This is an optimization exercise on Yosys and OpenROAD, whose aim is small area, not a production implementation. In this exercise RTL edits were held to simulation tests only and were not proved equivalent to the original. No activity file was given, so power comes from the tool's default toggle rates.

Setup of lane 5:
==> flow/design.v <==
package motion_pkg;
  localparam int num_motors = 2;
  localparam int word_bits  = 64;
  localparam int acc_bits   = 16;   
  localparam int dur_bits   = 16;   
  localparam int op_bits    = 8;
  localparam int free_bits  = 4;
endpackage
`timescale 1ns/1ps
module motion_core (
  input  logic       buffered_clk,
  input  logic       resetn_in,
  input  logic       sck,
  input  logic       cs_n,
  input  logic       copi,
  output logic       cipo,
  output logic [1:0] step,
  output logic [1:0] dir,
  output logic [1:0] enable_out,
  output logic       buffer_dtr,
  output logic       move_done
);
  logic rst;
  always_ff @(posedge buffered_clk) begin
    rst <= ~resetn_in;
  end
  logic [2:0]  sck_s;
  logic [2:0]  cs_s;
  logic        sck_rise, sck_fall, cs_rise, cs_fall;
  logic [63:0] rx;           
  logic [6:0]  bit_cnt;      
  logic [3:0]  rise_d;       
  logic        cnt64;
  logic        dec;          
  logic [7:0]  op;
  assign sck_rise = sck_s[1] & ~sck_s[2];
  assign sck_fall = ~sck_s[1] & sck_s[2];
  assign cs_rise  = cs_s[1] & ~cs_s[2];
  assign cs_fall  = ~cs_s[1] & cs_s[2];
  assign cnt64    = bit_cnt[6];
  assign dec      = rise_d[3] & cnt64;
  assign op       = rx[63:56];
  always_ff @(posedge buffered_clk) begin
    if (rst) begin
      sck_s <= '0;
      cs_s  <= '1;
    end else begin
      sck_s <= {sck_s[1:0], sck};
      cs_s  <= {cs_s[1:0], cs_n};
    end
  end
  always_ff @(posedge buffered_clk) begin
    rise_d <= {rise_d[2:0], cs_rise};
    if (sck_rise) begin
      rx <= {rx[62:0], copi};
    end
  end
  always_ff @(posedge buffered_clk) begin
    if (rst || cs_fall) begin
      bit_cnt <= '0;
    end else if (sck_fall && !cnt64) begin
      bit_cnt <= bit_cnt + 7'd1;
    end
  end
  logic       push;
  logic [7:0] last_op;
  logic [7:0] moves_done;
  logic       overflow;
  logic       move_complete;
  logic       full;
  logic       is_enable, is_move, is_clear;
  assign is_enable = op == 8'h01;
  assign is_move   = op == 8'h02;
  assign is_clear  = op == 8'h03;
  always_ff @(posedge buffered_clk) begin
    if (rst) begin
      last_op <= '0;
    end else if (dec) begin
      last_op <= op;
    end
  end
  always_ff @(posedge buffered_clk) begin
    if (rst) begin
      push       <= 1'b0;
      enable_out <= '0;
      moves_done <= '0;
      overflow   <= 1'b0;
    end else begin
      push <= dec & is_move & ~full;
      if (dec & is_enable) begin
        enable_out <= rx[49:48];
      end
      if (dec & is_clear) begin
        moves_done <= '0;
      end else if (move_complete) begin
        moves_done <= moves_done + 8'd1;
      end
      if (dec & is_clear) begin
        overflow <= 1'b0;
      end else if (dec & is_move & full) begin
        overflow <= 1'b1;
      end
    end
  end
  logic [49:0] ring [8];
  logic [2:0]  wr_rel, rd_rel;
  logic        empty;
  logic        pop;
  logic        pend;         
  logic        wr_now;
  logic        bypass;
  logic [3:0]  free_slots;
  logic [49:0] head;
  assign empty      = (wr_rel == rd_rel) & ~full;
  assign free_slots = {empty, rd_rel - wr_rel};
  assign wr_now     = pend & (wr_rel == 3'd1);
  assign bypass     = pend & (rd_rel == wr_rel - 3'd1);
  assign head       = bypass ? rx[49:0] : ring[rd_rel];
  always_ff @(posedge buffered_clk) begin
    for (int i = 0; i < 7; i++) begin
      ring[i] <= ring[i+1];
    end
    ring[7] <= wr_now ? rx[49:0] : ring[0];
  end
  always_ff @(posedge buffered_clk) begin
    if (rst) begin
      wr_rel <= '0;
      rd_rel <= '0;
      full   <= 1'b0;
      pend   <= 1'b0;
    end else begin
      wr_rel <= wr_rel - {2'b0, ~push};
      rd_rel <= rd_rel - {2'b0, ~pop};
      pend   <= push | (pend & ~wr_now);
      if (pop) begin
        full <= 1'b0;
      end else if (push && (wr_rel + 3'd1) == rd_rel) begin
        full <= 1'b1;
      end
    end
  end
  logic [2:0]  st;
  logic [15:0] rem;
  logic [15:0] inc0, inc1, acc0, acc1;
  logic [4:0]  s0, s1;
  logic [3:0]  r_nib;
  logic        c0, c1;       
  logic        b_in, bw;     
  logic        zf;           
  logic        ld, tick, running, chk, rem_last;
  assign ld       = st == 3'b001;
  assign tick     = st == 3'b111;
  assign running  = st[2] | st[1];
  assign pop      = st == 3'b010;
  assign chk      = st[1] & st[0];
  assign s0       = {1'b0, acc0[3:0]} + {1'b0, inc0[3:0]} + {4'b0, c0};
  assign s1       = {1'b0, acc1[3:0]} + {1'b0, inc1[3:0]} + {4'b0, c1};
  assign step     = {tick & s1[4], tick & s0[4]};
  assign b_in     = (st[1:0] == 2'b00) | bw;
  assign r_nib    = rem[3:0] - {3'b0, b_in};
  assign rem_last = st[2] ? (zf & (r_nib == '0)) : (rem == '0);
  assign move_complete = chk & rem_last;
  always_ff @(posedge buffered_clk) begin
    if (ld) begin
      inc0 <= {head[39:32], head[47:40]};
      inc1 <= {head[23:16], head[31:24]};
      rem  <= {head[7:0], head[15:8]};
    end else begin
      inc0 <= {inc0[3:0], inc0[15:4]};
      inc1 <= {inc1[3:0], inc1[15:4]};
      rem  <= {st[2] ? r_nib : rem[3:0], rem[15:4]};
    end
    acc0 <= st[2] ? {s0[3:0], acc0[15:4]} : '0;
    acc1 <= st[2] ? {s1[3:0], acc1[15:4]} : '0;
    c0   <= st[2] & ~chk & s0[4];
    c1   <= st[2] & ~chk & s1[4];
    bw   <= b_in & (rem[3:0] == '0);
    zf   <= ((st[1:0] == 2'b00) | zf) & (r_nib == '0);
  end
  always_ff @(posedge buffered_clk) begin
    if (rst) begin
      st  <= 3'b000;
      dir <= '0;
    end else begin
      if (ld) begin
        dir <= head[49:48];
      end
      if ((st == 3'b000 && empty) || move_complete) begin
        st <= 3'b000;
      end else if (tick) begin
        st <= 3'b100;
      end else begin
        st <= st + 3'd1;
      end
    end
  end
  assign buffer_dtr = ~full;
  assign move_done  = empty & ~running;
  logic [7:0] md_snap;
  logic [3:0] free_snap;
  logic       busy_snap;
  logic [63:0] status;
  always_ff @(posedge buffered_clk) begin
    if (cs_fall) begin
      md_snap   <= moves_done;
      free_snap <= free_slots;
      busy_snap <= running;
    end
  end
  assign status = {last_op, 40'd0, md_snap, free_snap, overflow, busy_snap, enable_out};
  assign cipo   = ~cnt64 & status[~bit_cnt[5:0]];
endmodule
==> flow/config.mk <==
export PLATFORM = sky130hd
export DESIGN_NAME = motion_core
export DESIGN_NICKNAME = motion_core
export VERILOG_FILES = /design/flow/design.v
export SDC_FILE = /design/flow/constraint.sdc
export NUM_CORES = 4
export LEC_CHECK = 0
export CAP_MARGIN = 20
export CORE_MARGIN = 2
export CORE_UTILIZATION = 40
export SLEW_MARGIN = 20
==> flow/constraint.sdc <==
create_clock -name core_clock -period 10.0 [get_ports {buffered_clk}]
set_input_delay 2.0000 -clock core_clock [delete_from_list [all_inputs] [get_ports {buffered_clk}]]
set_output_delay 2.0000 -clock core_clock [all_outputs]
set_load 0.01 [all_outputs]
run.sh (not shown) runs the stock make flow with config.mk's settings and CLKGATE_MAP_FILE= SYNTH_SCRIPT=/design/flow/synth_recipe.tcl, a recipe that flattens the netlist after the stock synthesis.
Here is what was changed in the inputs of lane 3 compared with lane 5.
--- a/flow/design.v
+++ b/flow/design.v
@@ -109,12 +109,10 @@
   logic        pend;         
   logic        wr_now;
-  logic        bypass;
   logic [3:0]  free_slots;
   logic [49:0] head;
   assign empty      = (wr_rel == rd_rel) & ~full;
   assign free_slots = {empty, rd_rel - wr_rel};
-  assign wr_now     = pend & (wr_rel == 3'd1);
-  assign bypass     = pend & (rd_rel == wr_rel - 3'd1);
-  assign head       = bypass ? rx[49:0] : ring[rd_rel];
+  assign wr_now     = ((wr_rel == 3'd0) & ~full) | (pend & (wr_rel == 3'd1));
+  assign head       = ring[rd_rel];
   always_ff @(posedge buffered_clk) begin
     for (int i = 0; i < 7; i++) begin
@@ -132,5 +130,5 @@
       wr_rel <= wr_rel - {2'b0, ~push};
       rd_rel <= rd_rel - {2'b0, ~pop};
-      pend   <= push | (pend & ~wr_now);
+      pend   <= push | (pend & (wr_rel != 3'd1));
       if (pop) begin
         full <= 1'b0;
### Flow results
Lane 3 vs. lane 5: core utilization saw little to no change; total global-route track usage fell by 1.5 points.
Measured against each other, lane 5 and lane 3 differ in final area, the lower figure coming from lane 3.
Summary of lane 3 over lane 5: maximum frequency has decreased; width of the die shrank by about 1.3%.
Summary of lane 3 over lane 5: hold slack now larger; core area went down 2.5%; routed length on met3 fell by about 10%.
NOTE area of the multi-input gates lane 5->lane 3 decreased by a little under 10%
Lane 3: remaining max-slew budget at the tightest pin higher than lane 5
Summary — internal power, lane 3 relative to lane 5: higher, by 0.65 mW.
Non-clock buffer count shrinks by more than 10% when moving from lane 5 to lane 3.

[port drivers added, routing unchanged]
The flow's constraints put no driver on any port. The routed layouts listed below were extracted and timed again, unchanged, in two steps.
Step 1 assumes that a clkbuf_16 drives the clock port and a buf_2 every other input.
Step 2, shift: input delay + t, output delay - t, t = (earliest + latest rising clock arrival at the registers) / 2. This alone moves slack from input paths to output paths.
Three values: no drivers, after step 1, after step 2; two values: the first two.
run	t (ns)	slack for setup (ns)	hold slack, ns	worst register clock-pin slew, ns
lane 5	0.677	5.014 / 4.955 / 5.633	0.320 / 0.320 / 0.320	0.07 / 0.07
lane 3	0.655	4.796 / 4.741 / 5.396	0.328 / 0.328 / 0.328	0.07 / 0.07
After both steps setup and hold are still met in every run listed.
